Background: an optimization exercise with open tools, aiming at small area. Do not read the settings as production practice.
Where RTL was checked, it was by simulation tests only, not by an equivalence proof against the original.
No functional check of the RTL was part of runs 1, 6 and 7.
Power figures rest on the tool's default switching activity, not on a simulated workload. The flow treats the clock pin as an ideal source, which a real chip does not have.

==> flow/design.v <==
module tile_pixel_encoder #(
    parameter int TILE_W = 20,
    parameter int TILE_H = 20,
    parameter int DEPTH  = TILE_W * TILE_H,
    parameter int ADDR_W = 9,
    parameter int IDX_W  = 4
) (
    input  logic              Clk,
    input  logic              Reset,
    input  logic              start,
    input  logic              pix_valid,
    input  logic [23:0]       pix_color,
    output logic              pix_ready,
    input  logic [ADDR_W-1:0] read_address,
    output logic [IDX_W-1:0]  output_index,
    output logic              busy,
    output logic              done,
    output logic              err,
    output logic [ADDR_W-1:0] err_addr
);
    typedef enum logic [1:0] {ST_IDLE, ST_LOAD, ST_DONE} state_t;
    localparam int                NUM_PAL = 9;
    localparam int                NWORDS  = DEPTH / 4;
    localparam int                NGRP3   = 32;   
    localparam int                NGRP2   = 2;    
    localparam int                NGRP    = NGRP3 + NGRP2;
    localparam logic [ADDR_W-1:0] LAST    = ADDR_W'(DEPTH - 1);
    localparam logic [24*NUM_PAL-1:0] PAL = {
        24'hE33F00, 24'h756C5F, 24'hAB3A00, 24'hE6570C, 24'hFFC89C,
        24'hFFFFEF, 24'h0A0000, 24'h888173, 24'h800080
    };
    function automatic logic [12:0] enc(input logic [3:0] d0, input logic [3:0] d1,
                                        input logic [3:0] d2, input logic [3:0] d3);
        case ({d3[3], d2[3], d1[3], d0[3]})
            4'b0000: enc = {1'b0, d3[2:0], d2[2:0], d1[2:0], d0[2:0]};
            4'b0001: enc = {4'b1000, d3[2:0], d2[2:0], d1[2:0]};
            4'b0010: enc = {4'b1001, d3[2:0], d2[2:0], d0[2:0]};
            4'b0100: enc = {4'b1010, d3[2:0], d1[2:0], d0[2:0]};
            4'b1000: enc = {4'b1011, d2[2:0], d1[2:0], d0[2:0]};
            4'b0011: enc = {7'b1100011, d3[2:0], d2[2:0]};
            4'b0101: enc = {7'b1100101, d3[2:0], d1[2:0]};
            4'b1001: enc = {7'b1101001, d2[2:0], d1[2:0]};
            4'b0110: enc = {7'b1100110, d3[2:0], d0[2:0]};
            4'b1010: enc = {7'b1101010, d2[2:0], d0[2:0]};
            4'b1100: enc = {7'b1101100, d1[2:0], d0[2:0]};
            4'b0111: enc = {7'b1100111, 3'b000, d3[2:0]};
            4'b1011: enc = {7'b1101011, 3'b000, d2[2:0]};
            4'b1101: enc = {7'b1101101, 3'b000, d1[2:0]};
            4'b1110: enc = {7'b1101110, 3'b000, d0[2:0]};
            default: enc = {7'b1101111, 6'b000000};
        endcase
    endfunction
    function automatic logic [3:0] dec(input logic [12:0] w, input logic [1:0] p);
        logic [2:0] s0, s1, s2, s3;
        logic       e;    
        logic [2:0] v;    
        s0 = w[2:0]; s1 = w[5:3]; s2 = w[8:6]; s3 = w[11:9];
        e = 1'b0;
        v = s0;
        if (!w[12]) begin
            case (p)
                2'd0: v = s0;
                2'd1: v = s1;
                2'd2: v = s2;
                default: v = s3;
            endcase
        end else if (!w[11]) begin
            e = (w[10:9] == p);
            case (p)
                2'd0: v = s0;
                2'd1: v = w[10:9] == 2'd0 ? s0 : s1;
                2'd2: v = (w[10:9] == 2'd0 || w[10:9] == 2'd1) ? s1 : s2;
                default: v = s2;
            endcase
        end else begin
            e = w[6 + p];
            case (p)
                2'd0: v = s0;
                2'd1: v = !w[6] ? s1 : s0;
                2'd2: v = (!w[6] || !w[7]) ? s1 : s0;
                default: v = (!w[6] || !w[7] || !w[8]) ? s1 : s0;
            endcase
        end
        dec = e ? 4'd8 : {1'b0, v};
    endfunction
    state_t            r_state;
    logic [ADDR_W-1:0] r_addr;
    logic [IDX_W-1:0]  r_out;    
    logic [12:0]       r_mem [0:NWORDS-1];
    logic [IDX_W-1:0]  r_stage [0:2];
    logic              w_xfer;
    logic [IDX_W-1:0]  w_idx;
    assign w_xfer       = (r_state == ST_LOAD) && pix_valid;
    assign pix_ready    = (r_state == ST_LOAD);
    assign busy         = (r_state == ST_LOAD);
    assign done         = (r_state == ST_DONE);
    assign output_index = r_out;
    logic              w_miss;
    logic              r_err;
    logic [ADDR_W-1:0] r_err_addr;
    always_comb begin
        w_idx  = '0;
        w_miss = 1'b1;
        for (int i = NUM_PAL - 1; i >= 0; i--) begin
            if (pix_color == PAL[24*i +: 24]) begin
                w_idx  = IDX_W'(i);
                w_miss = 1'b0;
            end
        end
    end
    always_ff @(posedge Clk) begin
        if (Reset) begin
            r_err      <= 1'b0;
            r_err_addr <= '0;
        end else if ((r_state != ST_LOAD) && start) begin
            r_err      <= 1'b0;
            r_err_addr <= '0;
        end else if (w_xfer && w_miss && !r_err) begin
            r_err      <= 1'b1;
            r_err_addr <= r_addr;
        end
    end
    assign err      = r_err;
    assign err_addr = r_err_addr;
    always_ff @(posedge Clk) begin
        if (Reset) begin
            r_state <= ST_IDLE;
            r_addr  <= '0;
        end else begin
            case (r_state)
                ST_IDLE, ST_DONE: begin
                    if (start) begin
                        r_state <= ST_LOAD;
                        r_addr  <= '0;
                    end
                end
                ST_LOAD: begin
                    if (w_xfer) begin
                        if (r_addr == LAST) begin
                            r_state <= ST_DONE;
                            r_addr  <= '0;
                        end else begin
                            r_addr <= r_addr + ADDR_W'(1);
                        end
                    end
                end
                default: begin
                    r_state <= ST_IDLE;
                    r_addr  <= '0;
                end
            endcase
        end
    end
    always_ff @(posedge Clk) begin
        if (!Reset && w_xfer) begin
            if (r_addr[1:0] == 2'd3)
                r_mem[r_addr[ADDR_W-1:2]] <= enc(r_stage[0], r_stage[1], r_stage[2], w_idx);
            else
                r_stage[r_addr[1:0]] <= w_idx;
        end
    end
    logic [NWORDS-1:0] w_rsel;
    logic [13*NGRP-1:0] w_grp_n;
    logic [12:0]       w_rword;
    tpe_rd_decode u_rdec (.a(read_address[ADDR_W-1:2]), .sel(w_rsel));
    for (genvar g = 0; g < NGRP3; g++) begin : g_grp3
        tpe_aoi3 u_aoi (
            .a(r_mem[3*g]), .b(r_mem[3*g+1]), .c(r_mem[3*g+2]),
            .sa(w_rsel[3*g]), .sb(w_rsel[3*g+1]), .sc(w_rsel[3*g+2]),
            .y_n(w_grp_n[13*g +: 13])
        );
    end
    for (genvar g = 0; g < NGRP2; g++) begin : g_grp2
        tpe_aoi2 u_aoi (
            .a(r_mem[3*NGRP3+2*g]), .b(r_mem[3*NGRP3+2*g+1]),
            .sa(w_rsel[3*NGRP3+2*g]), .sb(w_rsel[3*NGRP3+2*g+1]),
            .y_n(w_grp_n[13*(NGRP3+g) +: 13])
        );
    end
    tpe_nand_tree #(.N(NGRP)) u_tree (.x_n(w_grp_n), .y(w_rword));
    logic        w_hit;
    logic [3:0]  w_sidx;
    logic [12:0] w_sword;
    assign w_hit  = (read_address[ADDR_W-1:2] == r_addr[ADDR_W-1:2]) && (read_address[1:0] < r_addr[1:0]);
    assign w_sidx = r_stage[read_address[1:0]];
    always_comb begin
        if (w_sidx[3]) w_sword = {2'b10, read_address[1:0], 9'b0};
        else           w_sword = 13'({w_sidx[2:0]} << (3 * read_address[1:0]));
    end
    logic [12:0] r_rword;
    logic [1:0]  r_rpos;
    always_ff @(posedge Clk) begin
        if (Reset)      r_rword <= '0;
        else if (w_hit) r_rword <= w_sword;
        else            r_rword <= w_rword;
    end
    always_ff @(posedge Clk) begin
        r_rpos <= read_address[1:0];
    end
    assign r_out = dec(r_rword, r_rpos);
endmodule
module tpe_rd_decode (
    input  logic [6:0]  a,
    output logic [99:0] sel
);
    always_comb
        for (int i = 0; i < 100; i++)
            sel[i] = (a == 7'(i));
endmodule
module tpe_aoi3 (
    input  logic [12:0] a,
    input  logic [12:0] b,
    input  logic [12:0] c,
    input  logic        sa,
    input  logic        sb,
    input  logic        sc,
    output logic [12:0] y_n
);
    assign y_n = ~(({13{sa}} & a) | ({13{sb}} & b) | ({13{sc}} & c));
endmodule
module tpe_aoi2 (
    input  logic [12:0] a,
    input  logic [12:0] b,
    input  logic        sa,
    input  logic        sb,
    output logic [12:0] y_n
);
    assign y_n = ~(({13{sa}} & a) | ({13{sb}} & b));
endmodule
module tpe_nand_tree #(
    parameter int N = 34
) (
    input  logic [13*N-1:0] x_n,
    output logic [12:0] y
);
    always_comb begin
        y = '0;
        for (int i = 0; i < N; i++)
            y = y | ~x_n[13*i +: 13];
    end
endmodule
==> flow/flow/run.sh <==
#!/bin/bash
# Standard layout, with plain buffers on the ports and no dummy clock loads.
set -euo pipefail
export BUFFER_PORTS_ARGS="-buffer_cell sky130_fd_sc_hd__buf_2"
export CTS_ARGS="-sink_clustering_enable -repair_clock_nets -dont_use_dummy_load -sink_clustering_size 24 -sink_clustering_max_diameter 60 -buf_list sky130_fd_sc_hd__clkbuf_16"
bash standard.sh > standard.log 2>&1
==> flow/standard.sh <==
#!/bin/bash
# synth_recipe.tcl (not shown) runs the flow's synth.tcl, then flattens the netlist and writes it again
# the make line also repeats each setting of config.mk as NAME=value (left out here)
make -C /OpenROAD-flow-scripts/flow DESIGN_CONFIG=/design/flow/config.mk WORK_HOME=/design/flow/orfs CLKGATE_MAP_FILE= SYNTH_SCRIPT=/design/flow/synth_recipe.tcl "${@:-finish}"
==> flow/config.mk <==
export PLATFORM = sky130hd
export DESIGN_NAME = tile_pixel_encoder
export DESIGN_NICKNAME = tile_pixel_encoder
export VERILOG_FILES = /design/flow/design.v
export SDC_FILE = /design/flow/constraint.sdc
export NUM_CORES = 4
export LEC_CHECK = 0
export CAP_MARGIN = 20
export CORE_MARGIN = 2
export CORE_UTILIZATION = 50
export CTS_BUF_LIST = sky130_fd_sc_hd__clkbuf_16
export CTS_CLUSTER_DIAMETER = 60
export CTS_CLUSTER_SIZE = 24
export SLEW_MARGIN = 20
export SYNTH_HIERARCHICAL = 1
export SYNTH_MINIMUM_KEEP_SIZE = 0
==> flow/constraint.sdc <==
create_clock -name core_clock -period 5.0 [get_ports {Clk}]
set_input_delay 1.0000 -clock core_clock [delete_from_list [all_inputs] [get_ports {Clk}]]
set_output_delay 1.0000 -clock core_clock [all_outputs]
set_load 0.01 [all_outputs]
==> qor.yml, run 1 <==
clock_network:
  cts_sinks: 1352
  htree_levels: 3
  cts_resized: 0
  hold_buffers: 0
  post_cts_buffers: 0
  numCtsBuffers: 92
  clockBufferDepth: 3
  cts_root_buffer: "clkbuf_16"
  cts_tree: "built"
  clkTransAtPathRegs_ps: 70
  clk_latency_ps: 690
timing:
  tightest_slew_ps: 1160
  timing.final.crit_share: 0.818
  fmax_mhz: 245
  rsz0062_at_grt: "false"
  slew-limit-headroom: 0.222
  finalSetupTns_ps: 0
  hold_violations: 0
  clock-skew-final_ps: 69.2
  setup_violations: 0
  fin_crit_ps: 4090
  slew_viol_final: 0
power:
  p_total_uw: 19500
  p_per_area_mw_per_mm2: 353
  vdd_ir_drop_max_mv: 0.241
  leakage_uw: 0.0180
grt:
  antenna_found_initial: 10
  grt_pass1_vias: 28200
  grt_pass1_wl_um: 200000
  grt_usage: 0.270
  overflow: 0
  grt_max_degree: 101
routing:
  first_pass_iters: 10
  ant_nets: 0
  via_per_inst: 6.87
  wirelength_um: 141000
  drc_errors: 0
  dr.first_iter.drc_count: 5573
  wl_per_cell_um: 33.2
  vias: 29200
placement:
  io_buffers: 53
  postPlaceCellArea_mm2: 0.0528
  place_congestion: 0.892
  hpwl_um: 90600
floorplan:
  fp.dieArea_mm2: 0.103
  pin_count: 54
  rows: 116
  dieWidth_um: 321
  start_util: 0.503
  die_height_um: 321
  core_area_mm2: 0.0999
worst_setup_path:
  crit_type: "input pin to register"
  required_ps: 5520
  start_kind: "input pin"
  crit_slowest_cell: "nand4bb_1"
  r2r_slack_ps: 1740
  arrival_ps: 4610
  path_cells: "buf_2 > nand4bb_1 > nor2_2 > a222oi_1 > nand4_1 > nor4_1 > buf_4 > nand3_1 > nand2_1 > a21oi_1"
  slowest_delay_ps: 760
  worstSetupEndpointType: "register"
  crit_path_max_fanout: 17
layout:
  syn2layout_area_growth_pct: 9.93
  layout.nets: 2989
  multi_input_area_mm2: 0.00892
  drive_gt1_frac: 0.145
  seqCellArea_mm2: 0.0402
  finish.instance_area_mm2: 0.0552
  fill_cells: 7697
synth:
  ys_ff_latch: 1352
  seq_area_frac_synth: 0.801
  synthFlopType: "edfxtp_1"
  yosys_warnings: 9
  synth_edf_count: 1316
  async_reset_ff_frac: 0
  syn_area_mm2: 0.0502
  syn_inst: 2733
  syn_avg_cell_area_um2: 18.4
  synth_cell_type_count: 75
flow_run:
  maxCapViolCount: 0
status:
  outcome: "no timing/DRC/antenna violations"
min_path:
  holdCritPathClass: "register to register"
## report_power, final
group / switching [uW] / internal, uW / leakage (uW)
registers: 44.1 / 12300 / 0.0131
clock network: 3430 / 3240 / 0.00113
logic: 304 / 135 / 0.00378
total: 3780 / 15700 / 0.0180
## cell type report
cell class                      instances  area share
Antenna cell                            5    0.000227
Inverter                               12    0.000816
Clock buffer                           92      0.0417
Tap cell                             1298      0.0294
Multi-Input combinational cell       1214       0.162
Timing Repair Buffer                  275      0.0374
Sequential cell                      1352       0.729
## cell families after synthesis
family                   count (synthesis)  share of synthesized area
AND/OR/NAND/NOR                        638                     0.0650
adder cells (fa/ha/maj)                  5                    0.00125
other                                    1                  0.0000747
AO/OA/AOI/OAI                          522                     0.0978
flip-flops                            1352                      0.801
buffers and inverters                  170                     0.0248
multiplexers                            27                    0.00665
XOR/XNOR                                18                    0.00314
## registers in the layout (all words and copies together) (netlist names)
register / flops
r_addr: 9
r_err: 1
r_err_addr: 9
r_mem: 1300
r_rpos: 2
r_rword: 13
r_stage: 16
r_state: 2
## cells in the final DEF (no fill, tap or decap), types with 11 or more instances in the layout
cell and n:
edfxtp_1 1316, a222oi_1 416, nor2_1 232, buf_4 212, nand4_1 119, nand2_1 92, clkbuf_16 92, buf_2 53
dfxtp_1 36, nand3_1 35, a22oi_1 29, nor3_1 23, mux2i_1 21, a21oi_1 19, nor2_2 19, nor4_1 18
inv_1 12, o21ai_0 11
## modules after synthesis (local to each module, per instance), excerpt
module	cells	copies in the design	cell area, um2	flops+latches
tpe_aoi3	16	32	158	0
tile_pixel_encoder	1879	1	43200	1352
tpe_aoi2	15	2	120	0
tpe_rd_decode	143	1	728	0
## routing by layer
layer,part of all wire,GRT usage,routed length (um)
met1,0.38,0.368,53900
met4,0.035,0.0957,4900
met5,0.00058,0,82
met3,0.11,0.0562,14800
met2,0.48,0.434,67500
## path summary, 6_finish.rpt
path	from	end	depth (start not counted)
worst min-delay path	r_err_addr[0]	r_err_addr[0]	2
worst max-delay path	read_address[5]	r_rword[3]	10
worst max register to register	r_addr[0]	r_mem[53][2]	7
worst min register to register	r_err_addr[0]	r_err_addr[0]	2
## worst max-delay path, delay by kind of cell
kind                   cells  cell delay (ps)
AO/OA/AOI/OAI              2              640
AND/OR/NAND/NOR            6             2480
buffers and inverters      2              470
## cells in the mapped netlist, drive strengths merged, types with 12 or more instances
master	number	area share
nor4	20	0.0029
nor2	251	0.019
edfxtp	1316	0.79
a222oi	416	0.083
mux2i	21	0.0042
a22oi	30	0.0046
nand3	37	0.0039
nor3	24	0.0025
inv	12	0.00090
clkbuf	40	0.0031
o21ai	16	0.0016
nand2	93	0.0070
a21oi	21	0.0021
dfxtp	36	0.014
buf	118	0.021
nand4	119	0.015
## metrics by stage
stage                     utilization  setup slack, ps  hold slack [ps]  cells
after CTS                       0.552             1090              467   4240
final                           0.553              910              468   4248
after global placement          0.529              392              453   4148
after global routing            0.553              960              483   4246
after floorplan                     -              182              479   2736
after detailed placement        0.529              410              455   4148
==> run 2: changes to the inputs <==
--- a/flow/design.v
+++ b/flow/design.v
@@ -89,3 +89,5 @@
     logic [12:0]       r_mem [0:NWORDS-1];
-    logic [IDX_W-1:0]  r_stage [0:2];
+    logic [IDX_W-1:0]  r_stage [0:3];
+    logic              r_wpend;    
+    logic [6:0]        w_pword;    
     logic              w_xfer;
@@ -154,8 +156,12 @@
     always_ff @(posedge Clk) begin
-        if (!Reset && w_xfer) begin
-            if (r_addr[1:0] == 2'd3)
-                r_mem[r_addr[ADDR_W-1:2]] <= enc(r_stage[0], r_stage[1], r_stage[2], w_idx);
-            else
-                r_stage[r_addr[1:0]] <= w_idx;
-        end
+        if (!Reset && w_xfer)
+            r_stage[r_addr[1:0]] <= w_idx;
+    end
+    always_ff @(posedge Clk) begin
+        r_wpend <= !Reset && w_xfer && (r_addr[1:0] == 2'd3);
+    end
+    assign w_pword = (r_addr[ADDR_W-1:2] == 7'd0) ? 7'(NWORDS - 1) : r_addr[ADDR_W-1:2] - 7'd1;
+    always_ff @(posedge Clk) begin
+        if (r_wpend)
+            r_mem[w_pword] <= enc(r_stage[0], r_stage[1], r_stage[2], r_stage[3]);
     end
@@ -183,3 +189,4 @@
     logic [12:0] w_sword;
-    assign w_hit  = (read_address[ADDR_W-1:2] == r_addr[ADDR_W-1:2]) && (read_address[1:0] < r_addr[1:0]);
+    assign w_hit  = ((read_address[ADDR_W-1:2] == r_addr[ADDR_W-1:2]) && (read_address[1:0] < r_addr[1:0])) ||
+                    (r_wpend && (read_address[ADDR_W-1:2] == w_pword));
     assign w_sidx = r_stage[read_address[1:0]];
==> qor.yml, run 2 <==
clock_network:
  cts_sinks: 1353
  clkTransAtPathRegs_ps: 80
  hold_buffers: 0
  htree_levels: 3
  post_cts_buffers: 0
  clockBufferDepth: 3
  cts_resized: 0
  cts_root_buffer: "clkbuf_16"
  cts_tree: "built"
  numCtsBuffers: 88
  clk_latency_ps: 690
worst_setup_path:
  arrival_ps: 4700
  slowest_delay_ps: 830
  path_cells: "inv_1 > ha_1 > nor2b_1 > and2_1 > nor3_1 > nand3_1 > nor2_1 > buf_4"
  crit_path_max_fanout: 14
  worstSetupEndpointType: "register"
  start_kind: "register"
  crit_slowest_cell: "dfxtp_1"
  crit_type: "register to register"
  required_ps: 5350
synth:
  syn_area_mm2: 0.0505
  yosys.area_share.simple: 0.0621
  ys_ff_latch: 1353
  yosys.cell_count.top_type: "edfxtp_1"
  seq_area_frac_synth: 0.798
  yosys-top-cells-count: "edfxtp_1 (1316), a222oi_1 (419), nor2_1 (267), nand4_1 (114), buf_6 (73)"
  syn_inst: 2758
  syn_avg_cell_area_um2: 18.3
  muxShareOfSynthArea: 0.00915
  async_reset_ff_frac: 0
  synth_top_area_frac: 0.783
  synth_fa_ha_area_frac: 0.00198
  synth_edf_count: 1316
  synthFlopType: "edfxtp_1"
  synth_top_family_by_area: "compound AO/OA/AOI/OAI gates"
  synth_compound_area_frac: 0.0985
  synthXorXnorAreaFrac: 0.00531
  yosys_warnings: 9
  synth_top_cells_by_area: "edfxtp_1 (78%), a222oi_1 (8.3%), nor2_1 (2.0%)"
  yosysTopAreaCell: "edfxtp_1"
  synth_cell_type_count: 73
placement:
  place_congestion: 0.924
  postPlaceCellArea_mm2: 0.0529
  hpwl_um: 93200
  dpl.cell_count: 4160
  io_buffers: 53
grt:
  grt_max_degree: 101
  grt_pass1_wl_um: 199000
  overflow: 0
  antenna_found_initial: 6
  grt_pass1_vias: 27700
  grt_usage: 0.268
layout:
  layout.cells.non_filler: 4254
  layout.nets: 2999
  multi_input_area_mm2: 0.00904
  final_cell_mix: "edfxtp_1 (1316), a222oi_1 (419), nor2_1 (257)"
  fill_cells: 7590
  mostFrequentLayoutCell: "edfxtp_1"
  seqCellArea_mm2: 0.0403
  finish.instance_area_mm2: 0.0551
  syn2layout_area_growth_pct: 9.21
  largest_reg_flops: 1300
  final_util: 0.551
  drive_gt1_frac: 0.135
power:
  clock_power_share: 0.337
  p_switching_uw: 3730
  p_per_area_mw_per_mm2: 350
  p_seq_frac: 0.640
  intPower_uw: 15500
  p_total_uw: 19300
  leakage_uw: 0.0176
  swShare: 0.194
  power_frac_comb: 0.023
  vdd_ir_drop_max_mv: 0.341
routing:
  vias: 29600
  drc_errors: 0
  first_pass_iters: 10
  wl_per_cell_um: 33.1
  dr.first_iter.drc_count: 6000
  wirelength_um: 141000
  via_per_inst: 6.95
  ant_nets: 0
timing:
  slew-limit-headroom: 0.237
  tightest_slew_ps: 1140
  fin_crit_ps: 4350
  hold_ws_ps: 500
  slew_viol_final: 0
  clock-skew-final_ps: 96.9
  timing.final.crit_share: 0.870
  setup_violations: 0
  rsz0062_at_grt: "false"
  fmax_mhz: 230
  hold_violations: 0
flow_run:
  maxCapViolCount: 0
floorplan:
  dieWidth_um: 322
  fp.dieArea_mm2: 0.103
  rows: 116
  die_height_um: 322
  start_util: 0.505
  pin_count: 54
  core_area_mm2: 0.100
status:
  outcome: "no timing/DRC/antenna violations"
min_path:
  holdCritPathClass: "register to register"
## run 2: layout make-up
| type | instances | area share |
|---|---|---|
| flip-flops and latches | 1353 | 0.731 |
| multi-input cells | 1229 | 0.164 |
| clock buffers | 88 | 0.0400 |
| repair buffers | 264 | 0.0345 |
| well taps | 1298 | 0.0295 |
| inverters | 18 | 0.00129 |
| diodes | 4 | 0.000182 |
## run 2: logic make-up after synthesis
family	count (synthesis)
flops	1353
compound gates	530
fa+ha+maj	8
mux	38
xor+xnor	29
buf+inv	176
simple gates	624
## run 2: worst max-delay path: cells and delay by family (launching register included)
kind	cells	cell delay, ps
simple gates	5	2300
flops	1	830
buf+inv	2	620
fa+ha+maj	1	290
## run 2: path summary, 6_finish.rpt
kind | startpoint | endpoint | slack [ps] | cells after the start
worst max-delay path | r_addr[2] | r_mem[77][11] | 650 | 8
worst min-delay path | r_err_addr[0] | r_err_addr[0] | 500 | 2
worst max register to register | r_addr[2] | r_mem[77][11] | 650 | 8
worst min register to register | r_err_addr[0] | r_err_addr[0] | 500 | 2
## run 2: metrics by stage
stage	TNS (ps)	worst slack [ps]
floorplan	-15510	-155
global placement	0	156
detailed placement	0	154
CTS	0	858
global route	0	726
finish	0	651
## run 2: per-module statistics from Yosys (local to each module, per instance), a selection
module / flops+latches / area, um2 / cells
tile_pixel_encoder: 1353 / 43500 / 1904
tpe_rd_decode: 0 / 728 / 143
tpe_aoi3: 0 / 158 / 16
tpe_aoi2: 0 / 120 / 15
## run 2: power by group through the flow
| stage | logic [uW] | clock network, uW | registers, uW |
|---|---|---|---|
| after floorplan | 238 | 0 | 12600 |
| after global placement | 425 | 0 | 12600 |
| after detailed placement | 432 | 0 | 12600 |
| after CTS | 433 | 6590 | 12300 |
| after global routing | 462 | 6960 | 12300 |
| final | 441 | 6500 | 12300 |
## run 2: metal layers
metal	vias to the layer above	wire [um]	global-route usage
met5	-	45	0
met4	8	5590	0.0901
met3	257	15000	0.0462
met2	1882	64500	0.413
met1	15200	55500	0.390
li1	12200	-	-
==> run 3: changes to the inputs <==
--- a/flow/config.mk
+++ b/flow/config.mk
@@ -13,2 +13,3 @@
 export CTS_CLUSTER_SIZE = 24
+export GPL_TIMING_DRIVEN = 0
 export SLEW_MARGIN = 20
==> qor.yml, run 3 <==
worst_setup_path:
  cp.depth: 11
  r2r_end: "r_mem[32][1]"
  required_ps: 5510
  startpoint: "read_address[4]"
  slowest_delay_ps: 1120
  critPathCapture: "r_rword[9]"
  crit_type: "input pin to register"
  crit_buf_inv: 3
  crit_slowest_cell: "nor4_1"
  crit_family: "simple AND/OR/NAND/NOR gates"
  worstSetupEndpointType: "register"
  crit_path_max_fanout: 12
  path_cells: "buf_2 > buf_2 > nand4bb_1 > nor2_1 > buf_6 > a222oi_1 > nand4_1 > nor4_1 > nand3_1 > nand3_1 > a21oi_1"
  arrival_ps: 5120
  r2r_slack_ps: 440
  start_kind: "input pin"
  r2r_cells: 10
  r2r-start: "r_addr[2]"
floorplan:
  fp.dieArea_mm2: 0.103
  pin_count: 54
  rows: 116
  die_height_um: 322
  core_area_mm2: 0.100
  dieWidth_um: 322
  start_util: 0.505
timing:
  tightest_slew_ps: 1240
  hold_violations: 0
  rsz0062_at_grt: "false"
  fmax_mhz: 217
  setup_violations: 0
  clock-skew-final_ps: 59.1
  hold_ws_ps: 469
  timing.final.crit_share: 0.922
  fin_crit_ps: 4610
  slew_viol_final: 0
  setup_ws_ps: 392
  slew-limit-headroom: 0.168
layout:
  mostFrequentLayoutCell: "edfxtp_1"
  layout.cells.non_filler: 4258
  layout.nets: 3005
  finish.instance_area_mm2: 0.0557
  syn2layout_area_growth_pct: 10.3
  final_cell_mix: "edfxtp_1 (1316), a222oi_1 (419), nor2_1 (174)"
  drive_gt1_frac: 0.156
  largest_reg_flops: 1300
synth:
  syn_avg_cell_area_um2: 18.3
  yosys-top-cells-count: "edfxtp_1 (1316), a222oi_1 (419), nor2_1 (267), nand4_1 (114), buf_6 (73)"
  yosysTopAreaCell: "edfxtp_1"
  synth_edf_count: 1316
  synth_cell_type_count: 73
  synth_top_area_frac: 0.783
  yosys.cell_count.top_type: "edfxtp_1"
  synthFlopType: "edfxtp_1"
  seq_area_frac_synth: 0.798
  syn_area_mm2: 0.0505
  async_reset_ff_frac: 0
  ys_ff_latch: 1353
  synth_top_cells_by_area: "edfxtp_1 (78%), a222oi_1 (8.3%), nor2_1 (2.0%)"
  syn_inst: 2758
  yosys_warnings: 9
power:
  p_per_area_mw_per_mm2: 349
  vdd_ir_drop_max_mv: 0.312
  leakage_uw: 0.0176
grt:
  overflow: 0
  antenna_found_initial: 5
  grt_pass1_vias: 28000
  grt_max_degree: 101
  grt_usage: 0.250
  grt_pass1_wl_um: 187000
routing:
  vias: 28700
  first_pass_iters: 7
  wirelength_um: 131000
  via_per_inst: 6.74
  wl_per_cell_um: 30.8
  dr.first_iter.drc_count: 4853
  ant_nets: 0
  drc_errors: 0
clock_network:
  hold_buffers: 0
  clkTransAtPathRegs_ps: 70
  clockBufferDepth: 3
  cts_tree: "built"
  cts_root_buffer: "clkbuf_16"
  clk_latency_ps: 690
  cts_resized: 0
  htree_levels: 3
  cts_sinks: 1353
  post_cts_buffers: 0
  numCtsBuffers: 92
min_path:
  worstHoldStart: "read_address[0]"
  holdCritPathClass: "input pin to register"
  whs_path_depth: 1
placement:
  hpwl_um: 89300
  io_buffers: 53
  dpl.cell_count: 4163
  place_congestion: 0.924
  postPlaceCellArea_mm2: 0.0532
  place_ws_ps: -347
flow_run:
  maxCapViolCount: 0
status:
  outcome: "no timing/DRC/antenna violations"
-- run 3: cell counts after synthesis --
Identical to the previous run, type by type.
-- run 3: metrics by stage --
step                setup TNS, ps  utilization  power, uW
global placement         -1827020        0.524      13000
detailed placement           -958        0.532      13000
finish                          0        0.557      19400
floorplan                  -15510            -      12800
global route                    0        0.557      19900
CTS                             0        0.555      19500
-- run 3: area by class of cell --
type,count,area (um2)
Inverter,18,75.1
Clock buffer,92,2300
Fill cell,7607,44300
Antenna cell,2,5.00
Buffer,158,1210
Tap cell,1298,1620
Timing Repair Buffer,108,913
Multi-Input combinational cell,1229,9280
Sequential cell,1353,40300
-- run 3: per-module statistics from Yosys, one instance, submodules excluded, excerpt --
module	times used	cell area, um2
tpe_aoi2	2	120
tpe_aoi3	32	158
tpe_rd_decode	1	728
tile_pixel_encoder	1	43500
-- run 3: worst min path at each step --
stage	to	slack (ps)
final	r_rpos[0]	470
after CTS	r_rpos[0]	420
after global routing	r_rpos[0]	440
after global placement	r_err_addr[7]	490
after detailed placement	r_err_addr[7]	490
after floorplan	r_rword[0]	500
-- run 3: logic make-up (layout without fill, tap and decap cells) --
group | Yosys count | in the layout | share of synthesized area
adders and majority gates | 8 | 8 | 0.00198
other | 0 | 2 | 0
and+or+nand+nor | 624 | 624 | 0.0621
buffers and inverters | 176 | 376 | 0.0252
AOI/OAI and AO/OA | 530 | 530 | 0.0985
muxes | 38 | 38 | 0.00915
xor gates and xnor gates | 29 | 29 | 0.00531
DFF | 1353 | 1353 | 0.798
-- run 3: worst reg2reg max path: stages (launching register included) --
cell      delay, ps
dfxtp_1         420
clkbuf_1        450
inv_1           270
ha_1            260
nor2b_1         140
and2_1          230
clkbuf_1        250
nor3_1          340
nand3_1         420
clkbuf_2        540
nor2_2          870
-- run 3: power by group --
part	leakage, uW	total, uW	switching, uW	internal, uW
logic	0.00390	448	310	139
registers	0.0126	12300	19.1	12300
clock network	0.00113	6660	3420	3240
-- run 3: per-layer routing --
layer  vias to the layer above  track usage  wire length, um
met4                         6       0.0913             5230
met1                     14700        0.347            52400
met2                      1438        0.399            62100
met3                       265       0.0460            11300
li1                      12300            -                -
met5                         -            0               34
==> run 4: changes to the inputs <==
--- a/flow/config.mk
+++ b/flow/config.mk
@@ -9,3 +9,3 @@
 export CORE_MARGIN = 2
-export CORE_UTILIZATION = 50
+export CORE_UTILIZATION = 70
 export CTS_BUF_LIST = sky130_fd_sc_hd__clkbuf_16
@@ -13,3 +13,2 @@
 export CTS_CLUSTER_SIZE = 24
-export GPL_TIMING_DRIVEN = 0
 export SLEW_MARGIN = 20
==> qor.yml, run 4 <==
synth:
  synth_fa_ha_area_frac: 0.00198
  yosysTopAreaCell: "edfxtp_1"
  async_reset_ff_frac: 0
  synth_top_cells_by_area: "edfxtp_1 (78%), a222oi_1 (8.3%), nor2_1 (2.0%)"
  synthXorXnorAreaFrac: 0.00531
  synth_cell_type_count: 73
  syn_avg_cell_area_um2: 18.3
  muxShareOfSynthArea: 0.00915
  synthFlopType: "edfxtp_1"
  synth_compound_area_frac: 0.0985
  syn_area_mm2: 0.0505
  synth_top_area_frac: 0.783
  synth_top_family_by_area: "compound AO/OA/AOI/OAI gates"
  yosys_warnings: 9
  synth_edf_count: 1316
  syn_inst: 2758
  yosys-top-cells-count: "edfxtp_1 (1316), a222oi_1 (419), nor2_1 (267), nand4_1 (114), buf_6 (73)"
  yosys.area_share.simple: 0.0621
  ys_ff_latch: 1353
  seq_area_frac_synth: 0.798
  yosys.cell_count.top_type: "edfxtp_1"
layout:
  layout.nets: 2975
  syn2layout_area_growth_pct: 7.53
  largest_reg_flops: 1300
  final_cell_mix: "edfxtp_1 (1316), a222oi_1 (419), nor2_1 (253)"
  layout.cells.non_filler: 3879
  drive_gt1_frac: 0.129
  fill_cells: 4010
  mostFrequentLayoutCell: "edfxtp_1"
flow_run:
  maxCapViolCount: 0
grt:
  grt_usage: 0.378
  grt_pass1_vias: 28400
  grt_pass1_wl_um: 199000
  grt_max_degree: 101
  overflow: 0
  antenna_found_initial: 3
timing:
  setup_violations: 0
  slew-limit-headroom: 0.174
  clock-skew-final_ps: 64.5
  rsz0062_at_grt: "false"
  hold_violations: 0
  timing.final.crit_share: 0.892
  slew_viol_final: 0
  fin_crit_ps: 4460
  tightest_slew_ps: 1230
  fmax_mhz: 224
  setup_ws_ps: 540
clock_network:
  hold_buffers: 0
  htree_levels: 3
  clk_latency_ps: 650
  cts_tree: "built"
  cts_sinks: 1353
  post_cts_buffers: 0
  numCtsBuffers: 74
  clkTransAtPathRegs_ps: 70
  cts_resized: 0
  cts_root_buffer: "clkbuf_16"
  clockBufferDepth: 3
placement:
  place_ws_ps: 293
  dpl.cell_count: 3802
  hpwl_um: 90000
  io_buffers: 53
  place_congestion: 1.00
worst_setup_path:
  r2r_cells: 8
  crit_type: "input pin to register"
  worstSetupEndpointType: "register"
  slowest_delay_ps: 880
  crit_path_max_fanout: 12
  crit_buf_inv: 2
  crit_family: "simple AND/OR/NAND/NOR gates"
  arrival_ps: 4950
  cp.depth: 10
  required_ps: 5490
  start_kind: "input pin"
  crit_slowest_cell: "nor4_1"
  path_cells: "buf_2 > or3b_1 > nor2_1 > buf_4 > a222oi_1 > nand4_1 > nor4_1 > nand3_1 > nand2b_1 > mux2i_1"
  r2r_slack_ps: 780
floorplan:
  pin_count: 54
  rows: 98
  die_height_um: 272
  core_area_mm2: 0.0715
  start_util: 0.706
  dieWidth_um: 272
  fp.dieArea_mm2: 0.0743
power:
  vdd_ir_drop_max_mv: 0.300
  leakage_uw: 0.0174
  p_per_area_mw_per_mm2: 344
status:
  outcome: "no timing/DRC/antenna violations"
routing:
  vias: 30000
  wl_per_cell_um: 36.2
  via_per_inst: 7.74
  ant_nets: 0
  first_pass_iters: 21
  drc_errors: 0
  wirelength_um: 140000
  dr.first_iter.drc_count: 6677
min_path:
  holdCritPathClass: "register to register"
  whs_path_depth: 2
## run 4: per-layer routing
| layer | up-vias | global-route usage | wire (um) |
|---|---|---|---|
| met5 | - | 0 | 27 |
| met4 | 4 | 0.177 | 7600 |
| met3 | 354 | 0.0799 | 18700 |
| met2 | 2430 | 0.586 | 65800 |
| met1 | 15100 | 0.527 | 48200 |
| li1 | 12200 | - | - |
## run 4: final cells by class
cell class                 count  area [um2]  share of cell area
inverter                      18        72.6             0.00134
multi-input combinational   1229        9040               0.167
sequential                  1353       40300               0.742
clock buffer                  74        1850              0.0341
antenna                        1        2.50           0.0000461
timing repair buffer         254        1850              0.0340
tap                          950        1190              0.0219
## run 4: where the power goes
| part | total [uW] | internal [uW] | switching, uW |
|---|---|---|---|
| registers | 12300 | 12300 | 44.8 |
| clock network | 5890 | 2640 | 3250 |
| logic | 434 | 140 | 295 |
## run 4: cell families after synthesis
group	Yosys count
adder cells (fa/ha/maj)	8
XOR/XNOR	29
AO/OA/AOI/OAI	530
buffers and inverters	176
flip-flops	1353
AND/OR/NAND/NOR	624
multiplexers	38
## run 4: worst min-delay path: stages, from the launching register on
cell	delay (ps)
dfxtp_1	320
mux2i_1	70
nor2_1	70
## run 4: path summary, 6_finish.rpt
check,end,from
worst max-delay path,r_rword[4],read_address[7]
worst max register to register,r_mem[52][0],r_addr[2]
worst min-delay path,r_err_addr[7],r_err_addr[7]
worst min register to register,r_err_addr[7],r_err_addr[7]
## run 4: per-module statistics from Yosys (local to each module, per instance), a selection
module / flip-flops and latches / cell area (um2)
tile_pixel_encoder: 1353 / 43500
tpe_aoi2: 0 / 120
tpe_aoi3: 0 / 158
tpe_rd_decode: 0 / 728
## run 4: metrics by stage
step / area, um2 / utilization / setup TNS, ps / total power (uW) / hold slack (ps)
after global routing: 54300 / 0.759 / 0 / 19000 / 544
final: 54300 / 0.759 / 0 / 18600 / 495
after floorplan: 50500 / - / -15510 / 12800 / 504
after detailed placement: 52300 / 0.732 / 0 / 13000 / 481
after global placement: 52300 / 0.731 / 0 / 13000 / 476
after CTS: 54200 / 0.758 / 0 / 18600 / 495
==> run 5: changes to the inputs <==
==> flow/flow/run.sh (replaced) <==
#!/bin/bash
# Standard layout, with plain buffers on the ports and no dummy clock loads.
set -euo pipefail
export BUFFER_PORTS_ARGS="-buffer_cell sky130_fd_sc_hd__buf_2"
export CTS_ARGS="-sink_clustering_enable -repair_clock_nets -dont_use_dummy_load -sink_clustering_size 32 -sink_clustering_max_diameter 90 -buf_list sky130_fd_sc_hd__clkbuf_16"
bash standard.sh > standard.log 2>&1
--- a/flow/config.mk
+++ b/flow/config.mk
@@ -11,4 +11,4 @@
 export CTS_BUF_LIST = sky130_fd_sc_hd__clkbuf_16
-export CTS_CLUSTER_DIAMETER = 60
-export CTS_CLUSTER_SIZE = 24
+export CTS_CLUSTER_DIAMETER = 90
+export CTS_CLUSTER_SIZE = 32
 export SLEW_MARGIN = 20
==> qor.yml, run 5 <==
worst_setup_path:
  crit_slowest_cell: "nor4_1"
  r2r-start: "r_addr[2]"
  r2r_slack_ps: 830
  arrival_ps: 4980
  required_ps: 5540
  start_kind: "input pin"
  worstSetupEndpointType: "register"
  path_cells: "buf_2 > nand4bb_1 > buf_4 > nor2_1 > a222oi_1 > nand4_1 > nor4_1 > nand3_1 > nand3_1 > a21oi_1"
  crit_type: "input pin to register"
  slowest_delay_ps: 1060
  r2r_end: "r_mem[52][1]"
  r2r_cells: 8
  crit_path_max_fanout: 21
  critPathMostFrequentCell: "nand3_1"
placement:
  postPlaceCellArea_mm2: 0.0523
  place_congestion: 1.00
  io_buffers: 53
  hpwl_um: 90000
layout:
  fill_cells: 4093
  final_util: 0.750
  multi_input_area_mm2: 0.00903
  num_antenna_cells: 0
  mostFrequentLayoutCell: "edfxtp_1"
  finish.instance_area_mm2: 0.0536
  syn2layout_area_growth_pct: 6.30
  largest_reg_flops: 1300
  seqCellArea_mm2: 0.0403
  layout.nets: 2952
  final_cell_mix: "edfxtp_1 (1316), a222oi_1 (419), nor2_1 (257)"
  drive_gt1_frac: 0.121
synth:
  ys_ff_latch: 1353
  syn_inst: 2758
  seq_area_frac_synth: 0.798
  syn_avg_cell_area_um2: 18.3
  synth_top_area_frac: 0.783
  yosys-top-cells-count: "edfxtp_1 (1316), a222oi_1 (419), nor2_1 (267), nand4_1 (114), buf_6 (73)"
  synthFlopType: "edfxtp_1"
  yosys_warnings: 9
  synth_cell_type_count: 73
  yosys.cell_count.top_type: "edfxtp_1"
  syn_area_mm2: 0.0505
  async_reset_ff_frac: 0
  synth_top_cells_by_area: "edfxtp_1 (78%), a222oi_1 (8.3%), nor2_1 (2.0%)"
  synth_edf_count: 1316
  yosysTopAreaCell: "edfxtp_1"
power:
  leakage_uw: 0.0171
  p_seq_frac: 0.701
  swShare: 0.193
  intPower_uw: 14200
  clock_power_share: 0.274
  p_per_area_mw_per_mm2: 328
  p_switching_uw: 3390
  vdd_ir_drop_max_mv: 0.325
  power_frac_comb: 0.025
grt:
  overflow: 0
  grt_pass1_wl_um: 197000
  use_met3: 0.0791
  grt_pass1_vias: 28200
  grt_max_degree: 101
  busiest_layer: "met2"
  grt_usage: 0.373
  antenna_found_initial: 2
  grt_use_met1: 0.517
  grt_util_met2: 0.577
clock_network:
  clkTransAtPathRegs_ps: 110
  numCtsBuffers: 49
  hold_buffers: 0
  cts_root_buffer: "clkbuf_16"
  htree_levels: 2
  cts_tree: "built"
  clk_latency_ps: 670
  post_cts_buffers: 0
  cts_sinks: 1353
  cts_resized: 0
  clockBufferDepth: 3
routing:
  first_pass_iters: 13
  dr.first_iter.drc_count: 6664
  vias: 29900
  drc_errors: 0
  via_per_inst: 7.76
  wl_per_cell_um: 36.0
  ant_nets: 0
  wirelength_um: 139000
timing:
  tightest_slew_ps: 1190
  finalSetupTns_ps: 0
  setup_violations: 0
  slew-limit-headroom: 0.203
  hold_violations: 0
  fin_crit_ps: 4440
  clock-skew-final_ps: 65.4
  hold_ws_ps: 505
  timing.final.crit_share: 0.888
  fmax_mhz: 225
  slew_viol_final: 0
  rsz0062_at_grt: "false"
min_path:
  holdCritPathClass: "register to register"
  whs_path_depth: 2
  worstHoldStart: "r_err_addr[7]"
  hold_path_end: "r_err_addr[7]"
floorplan:
  core_area_mm2: 0.0715
  die_height_um: 272
  dieWidth_um: 272
  fp.dieArea_mm2: 0.0743
  rows: 98
  start_util: 0.706
  pin_count: 54
flow_run:
  maxCapViolCount: 0
status:
  outcome: "no timing/DRC/antenna violations"
[run 5: cells by family after synthesis]
group | synth area share
AO/OA/AOI/OAI | 0.0985
XOR/XNOR | 0.00531
adder cells (fa/ha/maj) | 0.00198
buffers and inverters | 0.0252
flip-flops | 0.798
multiplexers | 0.00915
AND/OR/NAND/NOR | 0.0621
[run 5: area by class of cell]
| class | count | share of cell area |
|---|---|---|
| flip-flops and latches | 1353 | 0.751 |
| multi-input cells | 1229 | 0.168 |
| repair buffers | 256 | 0.0347 |
| clock buffers | 49 | 0.0229 |
| well taps | 950 | 0.0222 |
| inverters | 18 | 0.00135 |
[run 5: power by group through the flow]
stage,registers [uW],logic (uW),clock network [uW]
floorplan,12600,238,0
global placement,12600,405,0
detailed placement,12600,414,0
CTS,12300,416,4810
global route,12300,447,5150
finish,12300,434,4820
[run 5: Yosys stat by module (local to each module, per instance), a selection]
module              cell area [um2]  cells  times used
tpe_aoi3                        158     16          32
tile_pixel_encoder            43500   1904           1
tpe_aoi2                        120     15           2
tpe_rd_decode                   728    143           1
[run 5: critical path, delay by kind of cell]
family | cells | cell delay, ps
AO/OA/AOI/OAI | 2 | 750
buffers and inverters | 2 | 610
AND/OR/NAND/NOR | 6 | 2600
[run 5: metal layers]
| metal | vias up | part of all wire |
|---|---|---|
| li1 | 12100 | - |
| met1 | 15000 | 0.34 |
| met2 | 2421 | 0.47 |
| met3 | 392 | 0.13 |
| met4 | 4 | 0.058 |
| met5 | - | 0.00022 |
[run 5: through the flow]
step | total power, uW | instances | worst slack (ps)
detailed placement | 13000 | 3802 | 293
global route | 17900 | 3855 | 572
finish | 17600 | 3855 | 559
global placement | 13000 | 3799 | 352
CTS | 17600 | 3851 | 927
floorplan | 12800 | 2758 | -155
[run 5: how the worst max path moves through the flow]
stage                          from      endpoint  slack, ps  cells after the start
global placement    read_address[4]   r_rword[11]        350                     10
detailed placement  read_address[4]   r_rword[11]        290                     10
global route        read_address[4]   r_rword[11]        570                     10
CTS                       r_addr[2]  r_mem[35][8]        930                      7
floorplan             r_stage[3][3]  r_mem[0][10]       -160                      4
finish              read_address[4]   r_rword[11]        560                     10
==> run 6: changes to the inputs <==
--- a/flow/design.v
+++ b/flow/design.v
@@ -87,7 +87,8 @@
     logic [ADDR_W-1:0] r_addr;
-    logic [IDX_W-1:0]  r_out;    
-    logic [12:0]       r_mem [0:NWORDS-1];
-    logic [IDX_W-1:0]  r_stage [0:3];
-    logic              r_wpend;    
-    logic [6:0]        w_pword;    
+    logic [IDX_W-1:0]  r_out;       
+    logic [12:0]       r_ring [0:NWORDS-1];    
+    logic [2:0]        r_ph;        
+    logic [IDX_W-1:0]  r_stage [0:2];
+    logic [12:0]       r_pend [0:1];    
+    logic [1:0]        r_pvalid;
     logic              w_xfer;
@@ -155,13 +156,51 @@
     end
-    always_ff @(posedge Clk) begin
-        if (!Reset && w_xfer)
+    logic       w_last;        
+    logic [6:0] w_m1, w_m2;    
+    logic [6:0] w_pw [0:1];    
+    logic [1:0] w_due;         
+    logic [12:0] w_wdata;
+    logic [6:0]  w_wword;
+    assign w_last = w_xfer && (r_addr[1:0] == 2'd3);
+    assign w_m1   = (r_addr[ADDR_W-1:2] == 7'd0) ? 7'd99 : r_addr[ADDR_W-1:2] - 7'd1;
+    assign w_m2   = (r_addr[ADDR_W-1:2] == 7'd0) ? 7'd98 :
+                    (r_addr[ADDR_W-1:2] == 7'd1) ? 7'd99 : r_addr[ADDR_W-1:2] - 7'd2;
+    assign w_pw[0] = w_m1[0] ? w_m2 : w_m1;
+    assign w_pw[1] = w_m1[0] ? w_m1 : w_m2;
+    function automatic logic due(input logic [6:0] w, input logic [2:0] ph);
+        if (w[6:3] == 4'd12) due = (2'(ph[1:0] + w[1:0] + 2'd1) == 2'd0);
+        else                 due = (3'(ph + w[2:0] + 3'd1) == 3'd0);
+    endfunction
+    assign w_due[0] = r_pvalid[0] && due(w_pw[0], r_ph);
+    assign w_due[1] = r_pvalid[1] && due(w_pw[1], r_ph);
+    assign w_wdata  = w_due[1] ? r_pend[1] : r_pend[0];
+    assign w_wword  = w_due[1] ? w_pw[1] : w_pw[0];
+    always_ff @(posedge Clk) begin
+        if (!Reset && w_xfer && !w_last)
             r_stage[r_addr[1:0]] <= w_idx;
     end
-    always_ff @(posedge Clk) begin
-        r_wpend <= !Reset && w_xfer && (r_addr[1:0] == 2'd3);
-    end
-    assign w_pword = (r_addr[ADDR_W-1:2] == 7'd0) ? 7'(NWORDS - 1) : r_addr[ADDR_W-1:2] - 7'd1;
-    always_ff @(posedge Clk) begin
-        if (r_wpend)
-            r_mem[w_pword] <= enc(r_stage[0], r_stage[1], r_stage[2], r_stage[3]);
+    for (genvar b = 0; b < 2; b++) begin : g_pend
+        always_ff @(posedge Clk) begin
+            if (!Reset && w_last && (r_addr[2] == 1'(b)))
+                r_pend[b] <= enc(r_stage[0], r_stage[1], r_stage[2], w_idx);
+        end
+        always_ff @(posedge Clk) begin
+            if (Reset)                                 r_pvalid[b] <= 1'b0;
+            else if (w_last && (r_addr[2] == 1'(b)))   r_pvalid[b] <= 1'b1;
+            else if (w_due[b])                         r_pvalid[b] <= 1'b0;
+        end
+    end
+    always_ff @(posedge Clk) begin
+        if (Reset) r_ph <= 3'd0;
+        else       r_ph <= r_ph + 3'd1;
+    end
+    for (genvar r = 0; r < 13; r++) begin : g_ring
+        localparam int L = (r < 12) ? 8 : 4;
+        always_ff @(posedge Clk) begin
+            if ((w_due != 2'b00) && (w_wword[6:3] == 4'(r)))
+                r_ring[8*r] <= w_wdata;
+            else
+                r_ring[8*r] <= r_ring[8*r+L-1];
+            for (int k = 1; k < L; k++)
+                r_ring[8*r+k] <= r_ring[8*r+k-1];
+        end
     end
@@ -170,6 +209,12 @@
     logic [12:0]       w_rword;
-    tpe_rd_decode u_rdec (.a(read_address[ADDR_W-1:2]), .sel(w_rsel));
+    logic [2:0] w_rslot;
+    always_comb begin
+        w_rslot = read_address[4:2] + r_ph;
+        if (read_address[ADDR_W-1:5] == 4'd12)
+            w_rslot[2] = read_address[4];
+    end
+    tpe_rd_decode u_rdec (.a({read_address[ADDR_W-1:5], w_rslot}), .sel(w_rsel));
     for (genvar g = 0; g < NGRP3; g++) begin : g_grp3
         tpe_aoi3 u_aoi (
-            .a(r_mem[3*g]), .b(r_mem[3*g+1]), .c(r_mem[3*g+2]),
+            .a(r_ring[3*g]), .b(r_ring[3*g+1]), .c(r_ring[3*g+2]),
             .sa(w_rsel[3*g]), .sb(w_rsel[3*g+1]), .sc(w_rsel[3*g+2]),
@@ -180,3 +225,3 @@
         tpe_aoi2 u_aoi (
-            .a(r_mem[3*NGRP3+2*g]), .b(r_mem[3*NGRP3+2*g+1]),
+            .a(r_ring[3*NGRP3+2*g]), .b(r_ring[3*NGRP3+2*g+1]),
             .sa(w_rsel[3*NGRP3+2*g]), .sb(w_rsel[3*NGRP3+2*g+1]),
@@ -189,4 +234,6 @@
     logic [12:0] w_sword;
-    assign w_hit  = ((read_address[ADDR_W-1:2] == r_addr[ADDR_W-1:2]) && (read_address[1:0] < r_addr[1:0])) ||
-                    (r_wpend && (read_address[ADDR_W-1:2] == w_pword));
+    assign w_hit  = (read_address[ADDR_W-1:2] == r_addr[ADDR_W-1:2]) && (read_address[1:0] < r_addr[1:0]);
+    logic [1:0]  w_phit;
+    assign w_phit[0] = r_pvalid[0] && (read_address[ADDR_W-1:2] == w_pw[0]);
+    assign w_phit[1] = r_pvalid[1] && (read_address[ADDR_W-1:2] == w_pw[1]);
     assign w_sidx = r_stage[read_address[1:0]];
@@ -201,2 +248,4 @@
         else if (w_hit) r_rword <= w_sword;
+        else if (w_phit[0]) r_rword <= r_pend[0];
+        else if (w_phit[1]) r_rword <= r_pend[1];
         else            r_rword <= w_rword;
==> flow/flow/run.sh (replaced) <==
#!/bin/bash
# Standard layout, with plain buffers on the ports and no dummy clock loads.
set -euo pipefail
export BUFFER_PORTS_ARGS="-buffer_cell sky130_fd_sc_hd__buf_2"
export CTS_ARGS="-sink_clustering_enable -repair_clock_nets -dont_use_dummy_load -sink_clustering_size 28 -sink_clustering_max_diameter 80 -buf_list sky130_fd_sc_hd__clkbuf_16"
bash standard.sh > standard.log 2>&1
--- a/flow/config.mk
+++ b/flow/config.mk
@@ -11,4 +11,4 @@
 export CTS_BUF_LIST = sky130_fd_sc_hd__clkbuf_16
-export CTS_CLUSTER_DIAMETER = 90
-export CTS_CLUSTER_SIZE = 32
+export CTS_CLUSTER_DIAMETER = 80
+export CTS_CLUSTER_SIZE = 28
 export SLEW_MARGIN = 20
==> qor.yml, run 6 <==
worst_setup_path:
  crit_type: "input pin to register"
  crit_family: "simple AND/OR/NAND/NOR gates"
  cp.depth: 18
  startpoint: "read_address[2]"
  r2r_slack_ps: 400
  worstSetupEndpointType: "register"
  r2r_end: "r_rword[10]"
  arrival_ps: 5290
  slowest_delay_ps: 770
  r2r-start: "r_ph[0]"
  r2r_cells: 17
  path_cells: "buf_2 > ha_1 > inv_1 > fa_1 > xor2_1 > a31oi_1 > xor2_1 > buf_12 > or4b_1 > nor2_1 > a222oi_1 > buf_4 > nand4_1 > nor4_1 > buf_4 > nand3_1 > mux2i_1 > o21ai_0"
  required_ps: 5500
  crit_buf_inv: 5
  start_kind: "input pin"
  crit_slowest_cell: "a222oi_1"
  critPathCapture: "r_rword[10]"
  crit_path_max_fanout: 16
floorplan:
  pin_count: 54
  die_height_um: 247
  fp.dieArea_mm2: 0.0610
  dieWidth_um: 247
  start_util: 0.704
  core_area_mm2: 0.0587
  rows: 89
synth:
  ys_ff_latch: 1383
  synth_edf_count: 42
  synth_cell_type_count: 96
  seq_area_frac_synth: 0.680
  syn_area_mm2: 0.0413
  synthFlopType: "dfxtp_1"
  yosys.cell_count.top_type: "dfxtp_1"
  async_reset_ff_frac: 0
  yosys-top-cells-count: "dfxtp_1 (1341), a222oi_1 (416), nor2_1 (177), nand4_1 (115), buf_6 (80)"
  synth_top_cells_by_area: "dfxtp_1 (65%), a222oi_1 (10%), edfxtp_1 (3.1%)"
  syn_inst: 3050
  yosys_warnings: 15
  syn_avg_cell_area_um2: 13.6
  synth_top_area_frac: 0.650
  yosysTopAreaCell: "dfxtp_1"
routing:
  dr.max_layer_used: "met5"
  vias: 28300
  wl_met2_um: 52300
  drt-met1-wl_um: 48400
  first_pass_iters: 13
  drc_errors: 0
  dr.first_iter.drc_count: 5488
  wl_per_cell_um: 30.7
  ant_nets: 1
  wirelength_um: 121000
  wl_met3_um: 13900
  via_per_inst: 7.17
timing:
  timing.final.crit_share: 0.958
  clock-skew-final_ps: 97.4
  fin_crit_ps: 4790
  finalSetupTns_ps: 0
  rsz0062_at_grt: "false"
  setup_ws_ps: 212
  setup_violations: 0
  hold_violations: 0
  tightest_slew_ps: 1260
  slew_viol_final: 0
  slew-limit-headroom: 0.158
  fmax_mhz: 209
layout:
  syn2layout_area_growth_pct: 6.78
  mostFrequentLayoutCell: "dfxtp_1"
  final_util: 0.752
  final_cell_mix: "dfxtp_1 (1341), a222oi_1 (416), buf_4 (170)"
  drive_gt1_frac: 0.144
  layout.nets: 3221
  largest_reg_flops: 1300
power:
  vdd_ir_drop_max_mv: 0.471
  p_total_uw: 16600
  p_per_area_mw_per_mm2: 376
  leakage_uw: 0.0166
status:
  so_faults: "antenna rules"
  outcome: "complete, but fails checks"
flow_run:
  maxCapViolCount: 0
clock_network:
  numCtsBuffers: 57
  clk_latency_ps: 670
  cts_sinks: 1383
  cts_root_buffer: "clkbuf_16"
  cts_tree: "built"
  htree_levels: 2
  hold_buffers: 0
  clkTransAtPathRegs_ps: 110
  post_cts_buffers: 0
  cts_resized: 0
  clockBufferDepth: 3
grt:
  grt_usage: 0.387
  antenna_found_initial: 6
  overflow: 0
  grt_pass1_wl_um: 175000
  grt_max_degree: 29
  grt_pass1_vias: 27000
placement:
  place_congestion: 1.00
  place_ws_ps: -458
  io_buffers: 53
  hpwl_um: 86100
min_path:
  holdCritPathClass: "register to register"
[run 6: cell types whose count changed after synthesis, moves of 18 or more]
cell,before,now
edfxtp_1,1316,42
mux2_1,0,38
dfxtp_1,37,1341
o21ai_0,17,35
mux2_4,0,21
mux2_2,5,76
o22a_1,0,52
nor2_1,267,177
[run 6: worst reg2reg max path, cell delays in order, from the launching register on]
cell and delay [ps]:
dfxtp_1 380, ha_1 170, inv_1 50, fa_1 380
xor2_1 150, a31oi_1 180, xor2_1 300, buf_12 180
or4b_1 250, nor2_1 270, a222oi_1 780, buf_4 270
nand4_1 170, nor4_1 390, buf_4 220, nand3_1 110
mux2i_1 200, o21ai_0 90
[run 6: where the power goes]
part | leakage (uW) | internal, uW | total (uW) | switching, uW
clock network | 0.000702 | 2040 | 5180 | 3140
registers | 0.0112 | 11100 | 11100 | 16.5
logic | 0.00477 | 110 | 342 | 232
total | 0.0166 | 13200 | 16600 | 3390
[run 6: layout make-up]
type,count,area (um2)
clock buffer,57,1430
tap,773,967
fill,3700,14500
timing repair buffer,229,1660
sequential,1383,28100
antenna,9,22.5
multi-input combinational,1464,11800
inverter,30,113
[run 6: worst min-delay path by stage]
stage | start | endpoint | slack [ps] | cells past startpoint
2_1_floorplan | r_ring[9][11] | r_ring[10][11] | 330 | 0
3_3_place_gp | r_ring[12][10] | r_ring[13][10] | 330 | 0
3_5_place_dp | r_ring[90][11] | r_ring[91][11] | 340 | 0
4_1_cts | r_ring[43][4] | r_ring[44][4] | 280 | 0
5_1_grt | r_ring[43][11] | r_ring[44][11] | 270 | 0
6_report | r_ring[43][11] | r_ring[44][11] | 280 | 0
[run 6: cell families (layout without fill, tap and decap cells)]
family	after synthesis	after routing	share of synthesized area
DFF	1383	1383	0.680
buffers and inverters	207	316	0.0356
adders and majority gates	19	19	0.00593
and+or+nand+nor	566	566	0.0744
muxes	180	180	0.0517
other	1	14	0.0000907
xor gates and xnor gates	40	40	0.00866
AOI/OAI and AO/OA	654	654	0.144
[run 6: layer usage]
layer,track usage,up-vias
met3,0.0812,336
met1,0.540,14000
met4,0.184,2
met2,0.578,1906
met5,0,-
li1,-,12100
[run 6: Yosys stat by module, one instance, submodules excluded, a selection]
module | cells | flip-flops and latches
tpe_rd_decode | 143 | 0
tpe_aoi3 | 16 | 0
tpe_aoi2 | 15 | 0
tile_pixel_encoder | 2196 | 1383
[run 6: metrics by stage]
stage / instances / area, um2 / hold WS [ps]
floorplan: 3054 / 41300 / 330
global placement: 3877 / 42600 / 332
detailed placement: 3878 / 42600 / 336
CTS: 3935 / 44100 / 279
global route: 3936 / 44100 / 273
finish: 3945 / 44100 / 279
==> run 7: changes to the inputs <==
--- a/flow/config.mk
+++ b/flow/config.mk
@@ -13,2 +13,3 @@
 export CTS_CLUSTER_SIZE = 28
+export SETUP_SLACK_MARGIN = 0.1
 export SLEW_MARGIN = 20
==> qor.yml, run 7 <==
timing:
  slew_viol_final: 0
  hold_violations: 0
  tightest_slew_ps: 1260
  setup_ws_ps: 212
  timing.final.crit_share: 0.958
  setup_violations: 0
  fin_crit_ps: 4790
  rsz0062_at_grt: "false"
  fmax_mhz: 209
  clock-skew-final_ps: 97.4
  slew-limit-headroom: 0.158
status:
  outcome: "complete, but fails checks"
  so_faults: "antenna rules"
floorplan:
  die_height_um: 247
  pin_count: 54
  start_util: 0.704
  dieWidth_um: 247
  fp.dieArea_mm2: 0.0610
  core_area_mm2: 0.0587
  rows: 89
synth:
  syn_area_mm2: 0.0413
  synth_edf_count: 42
  synth_cell_type_count: 96
  syn_inst: 3050
  yosys.cell_count.top_type: "dfxtp_1"
  async_reset_ff_frac: 0
  syn_avg_cell_area_um2: 13.6
  seq_area_frac_synth: 0.680
  ys_ff_latch: 1383
  yosys-top-cells-count: "dfxtp_1 (1341), a222oi_1 (416), nor2_1 (177), nand4_1 (115), buf_6 (80)"
  yosys_warnings: 15
  yosysTopAreaCell: "dfxtp_1"
  synth_top_cells_by_area: "dfxtp_1 (65%), a222oi_1 (10%), edfxtp_1 (3.1%)"
  synth_top_area_frac: 0.650
  synthFlopType: "dfxtp_1"
routing:
  dr.first_iter.drc_count: 5488
  wl_per_cell_um: 30.7
  vias: 28300
  via_per_inst: 7.17
  first_pass_iters: 13
  wirelength_um: 121000
  drc_errors: 0
  ant_nets: 1
grt:
  overflow: 0
  grt_pass1_wl_um: 175000
  antenna_found_initial: 6
  grt_pass1_vias: 27000
  grt_max_degree: 29
  grt_usage: 0.387
layout:
  final_util: 0.752
  largest_reg_flops: 1300
  mostFrequentLayoutCell: "dfxtp_1"
  fill_cells: 3700
  layout.nets: 3221
  final_cell_mix: "dfxtp_1 (1341), a222oi_1 (416), buf_4 (170)"
  syn2layout_area_growth_pct: 6.78
  drive_gt1_frac: 0.144
  finish.instance_area_mm2: 0.0441
flow_run:
  maxCapViolCount: 0
clock_network:
  cts_sinks: 1383
  post_cts_buffers: 0
  numCtsBuffers: 57
  clockBufferDepth: 3
  htree_levels: 2
  cts_tree: "built"
  clk_latency_ps: 670
  clkTransAtPathRegs_ps: 110
  cts_root_buffer: "clkbuf_16"
  cts_resized: 0
  hold_buffers: 0
worst_setup_path:
  worstSetupEndpointType: "register"
  crit_path_max_fanout: 16
  arrival_ps: 5290
  crit_type: "input pin to register"
  required_ps: 5500
  crit_slowest_cell: "a222oi_1"
  start_kind: "input pin"
  path_cells: "buf_2 > ha_1 > inv_1 > fa_1 > xor2_1 > a31oi_1 > xor2_1 > buf_12 > or4b_1 > nor2_1 > a222oi_1 > buf_4 > nand4_1 > nor4_1 > buf_4 > nand3_1 > mux2i_1 > o21ai_0"
  slowest_delay_ps: 770
power:
  leakage_uw: 0.0166
  vdd_ir_drop_max_mv: 0.471
  p_per_area_mw_per_mm2: 376
placement:
  place_congestion: 1.00
  hpwl_um: 86100
  place_ws_ps: -458
  postPlaceCellArea_mm2: 0.0426
  io_buffers: 53
min_path:
  holdCritPathClass: "register to register"
run 7: cell counts after synthesis:
Identical to the previous run, type by type.
run 7: cells by family (layout without fill, tap and decap cells):
family,Yosys count,after routing,share of synthesized area
multiplexers,180,180,0.0517
flip-flops,1383,1383,0.680
adder cells (fa/ha/maj),19,19,0.00593
AO/OA/AOI/OAI,654,654,0.144
AND/OR/NAND/NOR,566,566,0.0744
other,1,14,0.0000907
XOR/XNOR,40,40,0.00866
buffers and inverters,207,316,0.0356
run 7: critical path, delay by kind of cell:
kind / cells / cell delay, ps
AO/OA/AOI/OAI: 3 / 1040
XOR/XNOR: 2 / 450
adder cells (fa/ha/maj): 2 / 540
buffers and inverters: 5 / 860
multiplexers: 1 / 200
AND/OR/NAND/NOR: 5 / 1190
run 7: final timing paths:
path | start | endpoint | slack, ps | depth (start not counted)
setup / recovery | read_address[2] | r_rword[10] | 210 | 18
hold / removal | r_ring[43][11] | r_ring[44][11] | 280 | 0
setup reg to reg | r_ph[0] | r_rword[10] | 400 | 17
hold reg to reg | r_ring[43][11] | r_ring[44][11] | 280 | 0
run 7: where the power goes:
group / leakage [uW] / total (uW) / switching [uW] / internal (uW)
registers: 0.0112 / 11100 / 16.5 / 11100
logic: 0.00477 / 342 / 232 / 110
clock network: 0.000702 / 5180 / 3140 / 2040
run 7: area by class of cell:
cell class | count | area (um2) | share of cell area
Sequential cell | 1383 | 28100 | 0.637
Multi-Input combinational cell | 1464 | 11800 | 0.268
Timing Repair Buffer | 229 | 1660 | 0.0376
Clock buffer | 57 | 1430 | 0.0323
Tap cell | 773 | 967 | 0.0219
Inverter | 30 | 113 | 0.00255
Antenna cell | 9 | 22.5 | 0.000510
run 7: per-layer routing:
layer	vias up	share of wire	wire, um	track usage
li1	12100	-	-	-
met1	14000	0.40	48400	0.540
met2	1906	0.43	52300	0.578
met3	336	0.12	13900	0.0812
met4	2	0.054	6550	0.184
met5	-	0.00011	13	0
run 7: per-module statistics from Yosys, one instance, submodules excluded, excerpt:
| module | area [um2] | flops+latches |
|---|---|---|
| tile_pixel_encoder | 34400 | 1383 |
| tpe_aoi3 | 158 | 0 |
| tpe_rd_decode | 728 | 0 |
| tpe_aoi2 | 120 | 0 |
run 7: through the flow:
stage | power (uW) | instances | hold WS [ps] | setup TNS (ps)
4_1_cts | 16600 | 3935 | 279 | 0
3_3_place_gp | 11700 | 3877 | 332 | -1550
6_report | 16600 | 3945 | 279 | 0
5_1_grt | 17000 | 3936 | 273 | 0
2_1_floorplan | 11500 | 3054 | 330 | 0
3_5_place_dp | 11700 | 3878 | 336 | -2080

static timing again, ports no longer ideal:
The results above use ideal ports. As a check the final layouts listed here were re-extracted and re-timed, cells and wires unchanged.
Step 1, drivers: a clkbuf_16 drives Clk and a buf_2 each remaining input, both assumed.
Step 2 times the ports against the registers' clock, not the clock port: input delays grow and output delays shrink by t, the midpoint of the rising clock arrivals with the driver on.
a / b / c = no drivers / after step 1 / after step 2; a / b = the first two.
run	shift t [ns]	setup WS [ns]	worst register clock-pin slew, ns	worst data-port slew with drivers (ns)	pins driven straight from the clock port
run 1	0.731	0.910 / 0.896 / 0.165	0.09 / 0.09	0.10	1
run 2	0.720	0.651 / 0.651 / 0.060	0.09 / 0.09	0.11	1
run 3	0.720	0.392 / 0.320 / -0.400	0.09 / 0.09	0.15	1
run 4	0.689	0.540 / 0.568 / -0.121	0.10 / 0.10	0.14	1
run 5	0.711	0.559 / 0.577 / -0.134	0.12 / 0.12	0.13	1
run 6	0.689	0.212 / 0.246 / -0.443	0.11 / 0.11	0.07	1
run 7	0.689	0.212 / 0.246 / -0.443	0.11 / 0.11	0.07	1
The setup slack of run 3, which loses most, moves by -0.072 ns with the drivers and by -0.792 ns with both steps.
